Source: an optimization exercise on an open RTL-to-GDS flow (aim: small area). Production flows keep margins and buffers that such runs may drop. Only simulation tests tie the RTL to the original design; equivalence was not proved. The clock input has no modelled driver; a real chip could not lean on it and would need a root buffer or a full tree. Power figures rest on the tool's default switching activity, not on a simulated workload.

## command_parser_top
module command_parser_top #(
  parameter int DIVISOR      = 434,
  parameter int SAMPLE_PHASE = DIVISOR / 2,
  parameter int NUM_REGS     = 32
) (
  input  logic clk,
  input  logic i_reset,
  input  logic i_rx,
  output logic o_tx
);
clock: 10.0 ns
lec_check: 0
cap_margin: 0
core_margin: 2
core_utilization: 70
cts_buf_list: sky130_fd_sc_hd__clkbuf_16
cts_cluster_diameter: 70
cts_cluster_size: 34
place_density: 0.75
slew_margin: 0
standard.sh (not shown) runs the stock make flow with config.mk's settings and CLKGATE_MAP_FILE= SYNTH_SCRIPT=/design/flow/synth_recipe.tcl, a recipe that flattens the netlist after the stock synthesis.
==> flow/flow/run.sh <==
#!/bin/bash
# The standard layout (standard.sh), with these changes:
#  - after the standard synthesis, remap.tcl runs the logic between the flip-flops
#    through ABC again with an area-oriented script (remap.abc); the flip-flops
#    themselves are kept exactly as the standard synthesis made them;
#  - the ports are buffered by buf_1 cells (BUFFER_PORTS_ARGS);
#  - clock tree synthesis adds no dummy loads, and ctree.tcl (run by ORFS right
#    after CTS, as POST_CTS_TCL) drives every leaf buffer straight from the root
#    buffer, removes the levels in between, moves flip-flops off leaves whose clock
#    slew is too high onto nearby leaves, and repairs timing again.
# Each tool's full output goes to a log file in this folder (standard_synth.log,
# remap.log, standard_flow.log); ORFS's own per-step logs stay under orfs/logs/.
set -euo pipefail
here=$(pwd)
plat=$FLOW_HOME/platforms/$FLOW_PLATFORM
res=$here/orfs/results/$FLOW_PLATFORM/command_parser_top/base
export BUFFER_PORTS_ARGS="-buffer_cell sky130_fd_sc_hd__buf_1"
export CTS_ARGS="-sink_clustering_enable -repair_clock_nets -sink_clustering_size 33 -sink_clustering_max_diameter 70 -buf_list sky130_fd_sc_hd__clkbuf_16 -dont_use_dummy_load"
export POST_CTS_TCL="$here/flow/ctree.tcl"

bash standard.sh synth > "$here/standard_synth.log" 2>&1

cp "$res/1_2_yosys.v" "$here/standard_synth.v"
dont_use=$(sed -n '/^export DONT_USE_CELLS += /,/^#/p' "$plat/config.mk" | grep -oE 'sky130_fd_sc_hd__[a-z0-9_]+' | tr '\n' ' ')
REMAP_IN="$here/standard_synth.v" REMAP_OUT="$res/1_2_yosys.v" \
  REMAP_LIB="$plat/lib/sky130_fd_sc_hd__tt_025C_1v80.lib" REMAP_SCRIPT="$here/flow/remap.abc" \
  REMAP_DONT_USE="$dont_use" REMAP_TOP="$FLOW_TOP" \
  yosys -c "$here/flow/remap.tcl" > "$here/remap.log" 2>&1

bash standard.sh finish > "$here/standard_flow.log" 2>&1
==> flow/flow/ctree.tcl <==
# Highest clock slew (ps, estimated from placement) allowed at a leaf's flip-flops.
set ctree_slew_max_ps 118

# Runs after ORFS's CTS (POST_CTS_TCL). The clock tree's leaf buffers, the ones that
# drive flip-flops, are all driven straight from the root buffer on the clock port;
# the buffers between root and leaves are removed. Then flip-flops are moved from
# leaves whose clock slew (estimated from placement) is above ctree_slew_max to
# nearby leaves below it; a leaf that cannot shed enough is split in two.
set ctree_slew_max [expr {$ctree_slew_max_ps * 1e-12}]

proc ctree_leaf_slew {buf} {
  set w 0
  set net [get_nets -of_objects [get_pins [$buf getName]/X]]
  foreach p [get_pins -of_objects $net -filter "direction==input"] {
    foreach e {rise fall} {
      set s [sta::time_ui_sta [get_property $p slew_max_$e]]
      if {$s > $w} { set w $s }
    }
  }
  return $w
}

set block [ord::get_db_block]
set clknet [$block findNet clk]
set root ""
foreach it [$clknet getITerms] {
  if {[$it isInputSignal] && ![[[$it getInst] getMaster] isSequential]} { set root [$it getInst] }
}
set rootnet [[$root findITerm X] getNet]
set inner {}
set leaves {}
set todo [list $rootnet]
while {[llength $todo]} {
  set net [lindex $todo 0]
  set todo [lrange $todo 1 end]
  foreach it [$net getITerms] {
    if {![$it isInputSignal]} { continue }
    set inst [$it getInst]
    if {[[$inst getMaster] isSequential]} { continue }
    set onet [[$inst findITerm X] getNet]
    set ff 0
    foreach it2 [$onet getITerms] {
      if {[$it2 isInputSignal] && [[[$it2 getInst] getMaster] isSequential]} { set ff 1 }
    }
    if {$ff} { lappend leaves $inst } else { lappend inner $inst; lappend todo $onet }
  }
}
puts "flatten: root [$root getName], [llength $leaves] leaves, removing [llength $inner] inner buffers"
foreach inst $inner {
  foreach it [[[$inst findITerm X] getNet] getITerms] {
    if {[$it isInputSignal]} { $it disconnect; $it connect $rootnet }
  }
}
foreach inst $inner {
  set onet [[$inst findITerm X] getNet]
  odb::dbInst_destroy $inst
  odb::dbNet_destroy $onet
}

# Rebalance: while a leaf is over the limit, hand its flip-flop farthest from its
# buffer to the nearest other leaf that is under the limit.
proc ctree_sinks {buf} {
  set r {}
  foreach it [[[$buf findITerm X] getNet] getITerms] {
    if {[$it isInputSignal]} { lappend r $it }
  }
  return $r
}
proc ctree_center {obj} {
  set bb [$obj getBBox]
  return [list [expr {([$bb xMin] + [$bb xMax]) / 2}] [expr {([$bb yMin] + [$bb yMax]) / 2}]]
}
set moved 0
set since_split 0
set nsplit 0
for {set iter 0} {$iter < 600} {incr iter} {
  estimate_parasitics -placement
  set worst ""; set ws 0
  foreach buf $leaves {
    set s($buf) [ctree_leaf_slew $buf]
    if {$s($buf) > $ws} { set ws $s($buf); set worst $buf }
  }
  if {$ws <= $ctree_slew_max} { break }
  set best ""
  if {$since_split < 40} {
    lassign [ctree_center $worst] bx by
    set far ""; set fd -1
    foreach it [ctree_sinks $worst] {
      lassign [ctree_center [$it getInst]] x y
      set d [expr {abs($x - $bx) + abs($y - $by)}]
      if {$d > $fd} { set fd $d; set far $it }
    }
    lassign [ctree_center [$far getInst]] x y
    set bd -1
    foreach buf $leaves {
      if {$buf eq $worst || $s($buf) > $ctree_slew_max - 3e-12} { continue }
      lassign [ctree_center $buf] cx cy
      set d [expr {abs($x - $cx) + abs($y - $cy)}]
      if {$bd < 0 || $d < $bd} { set bd $d; set best $buf }
    }
  }
  if {$best ne ""} {
    $far disconnect
    $far connect [[$best findITerm X] getNet]
    incr moved
    incr since_split
    continue
  }
  # No leaf nearby can take a flip-flop: split the worst leaf in two.
  set sinks {}
  foreach it [ctree_sinks $worst] {
    lassign [ctree_center [$it getInst]] x y
    lappend sinks [list $x $y $it]
  }
  set xs [lsort -integer [lmap v $sinks {lindex $v 0}]]
  set ys [lsort -integer [lmap v $sinks {lindex $v 1}]]
  set ax [expr {([lindex $xs end] - [lindex $xs 0]) >= ([lindex $ys end] - [lindex $ys 0]) ? 0 : 1}]
  set sorted [lsort -integer -index $ax $sinks]
  set half [expr {[llength $sorted] / 2}]
  set g1 [lrange $sorted 0 [expr {$half - 1}]]
  set g2 [lrange $sorted $half end]
  set nb [odb::dbInst_create $block [$worst getMaster] ctree_split_$nsplit]
  set nn [odb::dbNet_create $block ctree_split_net_$nsplit]
  $nn setSigType CLOCK
  foreach {g b} [list $g1 $worst $g2 $nb] {
    set cx 0; set cy 0
    foreach v $g { set cx [expr {$cx + [lindex $v 0]}]; set cy [expr {$cy + [lindex $v 1]}] }
    $b setLocation [expr {$cx / [llength $g]}] [expr {$cy / [llength $g]}]
    $b setPlacementStatus PLACED
  }
  foreach v $g2 { set it [lindex $v 2]; $it disconnect; $it connect $nn }
  [$nb findITerm X] connect $nn
  [$nb findITerm A] connect $rootnet
  lappend leaves $nb
  incr nsplit
  set since_split 0
  detailed_placement
}
puts "flatten: split $nsplit leaves"
puts [format "flatten: moved %d flip-flops, worst leaf %.1f ps" $moved [expr {$ws * 1e12}]]
foreach buf $leaves { puts [format "flatten: leaf %s %.1f ps" [$buf getName] [expr {[ctree_leaf_slew $buf]*1e12}]] }
estimate_parasitics -placement
repair_timing_helper
detailed_placement
check_placement -verbose
report_clock_skew
==> flow/flow/remap.abc <==
strash
dch -f
amap
strash
dch -f
amap
topo
Other scripts of this flow, unchanged in this note and not shown: flow/flow/remap.tcl
Then changed:
==> flow/flow/remap.abc (replaced) <==
strash
&get -n
&deepsyn -T 20
&put
dch -f
amap
strash
dch -f
amap
topo
--- a/flow/config.mk
+++ b/flow/config.mk
@@ -13 +13 @@
-export CTS_CLUSTER_SIZE = 34
+export CTS_CLUSTER_SIZE = 33
Result: Worst hold slack improves by 4.1 ps; final cell count barely changes; wire length is higher by 5.8%; register-to-register slack improves by 150 ps; flip-flop and latch count does not change; fmax is higher by 0.79%; worst setup slack improves by 27 ps; area after synthesis hardly moves.
Then changed:
--- a/flow/config.mk
+++ b/flow/config.mk
@@ -14 +14 @@
-export PLACE_DENSITY = 0.75
+export PLACE_DENSITY = 0.65
=> Synthesized cell count does not change; total power went down by 0.76%; fmax rises by 0.34%; area after synthesis stays the same; routed wire length fell by 19%; final area hardly moves.
Then changed:
--- a/flow/flow/run.sh
+++ b/flow/flow/run.sh
@@ -7,4 +7,6 @@
-#  - clock tree synthesis adds no dummy loads, and ctree.tcl (run by ORFS right
-#    after CTS, as POST_CTS_TCL) drives every leaf buffer straight from the root
-#    buffer, removes the levels in between, moves flip-flops off leaves whose clock
-#    slew is too high onto nearby leaves, and repairs timing again.
+#  - clock tree synthesis builds its tree of buf_12 cells (for their size, they
+#    drive a cluster of flip-flops best) and adds no dummy loads; ctree.tcl (run by
+#    ORFS right after CTS, as POST_CTS_TCL) makes the root a clkbuf_16 that drives
+#    every leaf buffer straight, removes the levels in between, moves flip-flops
+#    off leaves whose clock slew is too high onto nearby leaves, and repairs
+#    timing again.
@@ -18 +20 @@
-export CTS_ARGS="-sink_clustering_enable -repair_clock_nets -sink_clustering_size 33 -sink_clustering_max_diameter 70 -buf_list sky130_fd_sc_hd__clkbuf_16 -dont_use_dummy_load"
+export CTS_ARGS="-sink_clustering_enable -repair_clock_nets -sink_clustering_size 32 -sink_clustering_max_diameter 70 -buf_list sky130_fd_sc_hd__buf_12 -dont_use_dummy_load"
--- a/flow/flow/ctree.tcl
+++ b/flow/flow/ctree.tcl
@@ -29,0 +30,2 @@
+# The root drives every leaf: make it the strongest clock buffer.
+$root swapMaster [[ord::get_db] findMaster sky130_fd_sc_hd__clkbuf_16]
--- a/flow/config.mk
+++ b/flow/config.mk
@@ -13 +13 @@
-export CTS_CLUSTER_SIZE = 33
+export CTS_CLUSTER_SIZE = 32
What happened: The changed run finished with timing, DRC and antenna clean. Hold slack improves by 33 ps. Utilization decreases by 0.53 points. Wire length goes down by 1.5%. Via count went down by 0.47%. Design area fell by 0.70%. Register-to-register slack improved by 140 ps. Critical path depth is unchanged.

## what the ideal ports hide
The flow's constraints put no driver on any port. The routed layouts listed below were extracted and timed again, unchanged, in two steps. Step 1: set_driving_cell puts a clkbuf_16 on clk and a buf_2 on each other input, an assumption about the parent block. Step 2 moves the port delays by t, midway between the first and last clock arrival at a register: inputs arrive t later, outputs are due t later. That takes back most of the time a late clock gives input paths. Slacks: no drivers / after step 1 / after step 2; pairs: no drivers / after step 1.
| run | t (ns) | setup slack, ns | clock arrival spread, ns |
|---|---|---|---|
| the first run | 0.721 | 6.576 / 6.524 / 7.163 | 0.042 / 0.042 |
| the second run | 0.721 | 6.603 / 6.550 / 7.271 | 0.036 / 0.036 |
| the third run | 0.714 | 6.614 / 6.562 / 7.276 | 0.041 / 0.041 |
| the fourth run | 0.707 | 6.616 / 6.565 / 7.272 | 0.018 / 0.018 |
After both steps setup and hold are still met in every run listed.
